This design comes from an exercise in tuning for small area, a short achievable clock period and few clock cycles per item on the open sky130 flow, not from production work.
At most, simulation tests tie the RTL to the original design; equivalence was not proved.
Power is estimated from default activity; no workload was simulated.

v10:
## hls_dot_kernel
module hls_dot_kernel (
  input  logic        clk,
  input  logic        reset,
  input  logic        start,
  input  logic [3:0]  len,
  input  logic        wr_en,
  input  logic        wr_sel,
  input  logic [2:0]  wr_addr,
  input  logic [31:0] wr_data,
  output logic        busy,
  output logic        finished,
  output logic [31:0] return_val
);
For scale: ~78 I/O pins, roughly 39000 um^2 of cells after synthesis.
export LEC_CHECK = 0
export CAP_MARGIN = 20
export CORE_MARGIN = 2
export CORE_UTILIZATION = 40
export SETUP_SLACK_MARGIN = 4.6
export SLEW_MARGIN = 20
create_clock -name core_clock -period 8.0 [get_ports {clk}]
run.sh (not shown) runs the stock make flow with config.mk's settings and CLKGATE_MAP_FILE= SYNTH_SCRIPT=/design/flow/synth_recipe.tcl, a recipe that flattens the netlist after the stock synthesis.
Testbench counts of v10, summed over its fixed seeds: cycles 4,726, items 384.
diff inputs: v10 => v32
# v10
export LEC_CHECK = 0
export CAP_MARGIN = 20
export CORE_MARGIN = 2
export CORE_UTILIZATION = 40
export SETUP_SLACK_MARGIN = 4.6
export SLEW_MARGIN = 20
create_clock -name core_clock -period 8.0 [get_ports {clk}]
# v32
export LEC_CHECK = 0
export CAP_MARGIN = 20
export CORE_MARGIN = 2
export CORE_UTILIZATION = 40
export CTS_CLUSTER_DIAMETER = 50
export CTS_CLUSTER_SIZE = 30
export SETUP_SLACK_MARGIN = 4.6
export SLEW_MARGIN = 20
create_clock -name core_clock -period 8.0 [get_ports {clk}]
==> flow/flow/run.sh (new file) <==
#!/bin/bash
# The standard layout (standard.sh) with two changes: buffer_ports buffers
# the ports with buf_4 cells instead of the delay buffer it picks by itself,
# and synthesis leaves full and half adders to abc (no ADDER_MAP_FILE) instead
# of mapping them to the slow fa/ha cells. Registers are untouched. make's
# whole output goes to flow_make.log; ORFS keeps each step's log in orfs/logs/.
set -euo pipefail
bash standard.sh "BUFFER_PORTS_ARGS=-buffer_cell sky130_fd_sc_hd__buf_4" "ADDER_MAP_FILE=" finish > flow_make.log 2>&1
==> flow/standard.sh (new file) <==
#!/bin/bash
# synth_recipe.tcl (not shown) runs the flow's synth.tcl, then flattens the netlist and writes it again
# the make line also repeats each setting of config.mk as NAME=value (left out here)
make -C /OpenROAD-flow-scripts/flow DESIGN_CONFIG=/design/flow/config.mk WORK_HOME=/design/flow/orfs CLKGATE_MAP_FILE= SYNTH_SCRIPT=/design/flow/synth_recipe.tcl "${@:-finish}"
removed: flow/run.sh
- Diff v10 -> v32 | reported leakage power | decrease of 0.58 nW
- v32: done, clean on timing, DRC and antenna
- Cmp v32 and v10 / maximum fanout along the worst path / lower: v10
- [v32] netlist area before placement rose 3.6% relative to v10
- NOTE wire length of the first global-routing pass v10->v32 increased slightly
- Compared with v10, v32 shows a synthesized-area fraction occupied by adder cells that is 9.1 points lower.
- Going from v10 to v32, the die area was enlarged.
The inputs of v5 differ from those of v32 as listed below.
# v32
export LEC_CHECK = 0
export CAP_MARGIN = 20
export CORE_MARGIN = 2
export CORE_UTILIZATION = 40
export CTS_CLUSTER_DIAMETER = 50
export CTS_CLUSTER_SIZE = 30
export SETUP_SLACK_MARGIN = 4.6
export SLEW_MARGIN = 20
create_clock -name core_clock -period 8.0 [get_ports {clk}]
# v5
export LEC_CHECK = 0
export CAP_MARGIN = 20
export CORE_MARGIN = 2
export CORE_UTILIZATION = 40
export SETUP_SLACK_MARGIN = 4.6
export SLEW_MARGIN = 20
create_clock -name core_clock -period 8.0 [get_ports {clk}]
==> results.txt <==
In v5 the fmax turned out about 2% higher than in v32.
Between v5 and v32, the difference in global-route met3 utilization is negligible.
Global-route wire length before repair for v5 is higher than for v32.
Side by side, sequential share of power turned out higher in v5 than in v32.
Comparing v32 against v5, there is no change at all in number of buffers inserted during clock tree synthesis.
Edits applied to the flow inputs when going from v5 to v2:
# v5
export LEC_CHECK = 0
export CAP_MARGIN = 20
export CORE_MARGIN = 2
export CORE_UTILIZATION = 40
export SETUP_SLACK_MARGIN = 4.6
export SLEW_MARGIN = 20
create_clock -name core_clock -period 8.0 [get_ports {clk}]
# v2
export LEC_CHECK = 0
export CAP_MARGIN = 20
export CORE_MARGIN = 2
export CORE_UTILIZATION = 40
export SETUP_SLACK_MARGIN = 5
export SLEW_MARGIN = 20
create_clock -name core_clock -period 8.0 [get_ports {clk}]
[summary]
On v2: signed area change from the synthesized netlist to the final layout is 11 points higher than what v5 gave. Re initial antenna violation count: v2 and v5 aren't equal, and the lower value belongs to v2. The final reports for v2 and v5 show period utilization lower in the former. Reported for v2 and v5, synthesized cell count turned out identical to the last digit. Min power consumption across v2 and v5: v5. In summary, v2 completed successfully, with a layout that passed the timing, DRC and antenna checks.
Input changes introduced in v56 (baseline for comparison: v2):
# v2
export LEC_CHECK = 0
export CAP_MARGIN = 20
export CORE_MARGIN = 2
export CORE_UTILIZATION = 40
export SETUP_SLACK_MARGIN = 5
export SLEW_MARGIN = 20
create_clock -name core_clock -period 8.0 [get_ports {clk}]
# v56
export LEC_CHECK = 0
export CAP_MARGIN = 20
export CORE_MARGIN = 2
export CORE_UTILIZATION = 40
export CTS_CLUSTER_DIAMETER = 80
export CTS_CLUSTER_SIZE = 24
export SETUP_SLACK_MARGIN = 4.6
export SLEW_MARGIN = 20
create_clock -name core_clock -period 8.0 [get_ports {clk}]
Notes after the runs:
Every run (v56 and v2) finished clean. Compared with v2, v56 shows share of the clock period used by the worst path after layout higher by 1.0 points. Sort v56 and v2 by number of non-clock buffers in the layout asc -> top: v56. Re smallest hold slack: v56 is 9.5 ps up on v2. Number of antenna violations at the first check in global routing came out higher on v56 than on v2. Comparing number of buffers and inverters on the critical path for v56 and v2, the smaller number came from v2. On v56: overall power consumption is about 17% lower than what v2 gave. The lower register area of v56 and v2 is in v56. When v56 is measured against v2, its clock slew seen by the registers of the worst setup and hold paths turns out 40 ps higher.

* * *

Another version of the RTL of hls_dot_kernel (not shown whole).
For scale: roughly 770 flip-flops, about 78 I/O pins, roughly 40000 um2 of cells after synthesis.
clock: 8.0 ns
lec_check: 0
cap_margin: 20
core_margin: 2
core_utilization: 40
setup_slack_margin: 5
slew_margin: 20
standard.sh (not shown) runs the stock make flow with config.mk's settings and CLKGATE_MAP_FILE= SYNTH_SCRIPT=/design/flow/synth_recipe.tcl, a recipe that flattens the netlist after the stock synthesis.
==> flow/flow/run.sh <==
#!/bin/bash
# The standard layout (standard.sh) with two changes: buffer_ports buffers
# the ports with buf_4 cells instead of the delay buffer it picks by itself,
# and synthesis leaves full and half adders to abc (no ADDER_MAP_FILE) instead
# of mapping them to the slow fa/ha cells. Registers are untouched. make's
# whole output goes to flow_make.log; ORFS keeps each step's log in orfs/logs/.
set -euo pipefail
bash standard.sh "BUFFER_PORTS_ARGS=-buffer_cell sky130_fd_sc_hd__buf_4" "ADDER_MAP_FILE=" finish > flow_make.log 2>&1
Edit:
==> flow/run.sh (new file) <==
#!/bin/bash
# synth_recipe.tcl (not shown) runs the flow's synth.tcl, then flattens the netlist and writes it again
# the make line also repeats each setting of config.mk as NAME=value (left out here)
make -C /OpenROAD-flow-scripts/flow DESIGN_CONFIG=/design/flow/config.mk WORK_HOME=/design/flow/orfs CLKGATE_MAP_FILE= SYNTH_SCRIPT=/design/flow/synth_recipe.tcl finish
--- a/flow/config.mk
+++ b/flow/config.mk
@@ -8,5 +8,5 @@
 export CAP_MARGIN = 20
 export CORE_MARGIN = 2
-export CORE_UTILIZATION = 40
-export SETUP_SLACK_MARGIN = 5
+export CORE_UTILIZATION = 65
+export SETUP_SLACK_MARGIN = 4.6
 export SLEW_MARGIN = 20
removed: flow/flow/run.sh
removed: flow/standard.sh
The new run finished but fails on antenna violations.
Global-route usage grows by 14 points.
First-iteration DRC count increases by 31%.
Wire length decreases by 3.0%.
Via count fell by 5.8%.
No functional check of the RTL was part of any run of this note.

## separate check: timing with driven ports
Ports are ideal in the flow. The routed layouts listed here were re-timed in OpenROAD. Step 1, drivers: a clkbuf_16 drives clk and a buf_2 each remaining input, both assumed. Step 2 moves the port delays by t, midway between the first and last clock arrival at a register: inputs arrive t later, outputs are due t later. That takes back most of the time a late clock gives input paths. Slacks: ideal ports / drivers / drivers and shift; pairs: ideal ports / drivers.
run	t (ns)	setup slack, ns	worst data-port slew with drivers (ns)
v10	0.694	3.814 / 3.814 / 3.814	0.11
v32	0.734	4.584 / 4.584 / 4.039	0.13
v5	0.710	4.651 / 4.651 / 4.052	0.11
v2	0.712	4.712 / 4.712 / 4.125	0.16
v56	0.682	4.630 / 4.630 / 4.042	0.12
the first run of note 2	0.723	4.378 / 4.378 / 4.293	0.11
the second run of note 2	0.682	4.435 / 4.435 / 4.039	0.11
For v5, which loses most, drivers alone change the setup slack by 0.000 ns; drivers and shift together by -0.599 ns.
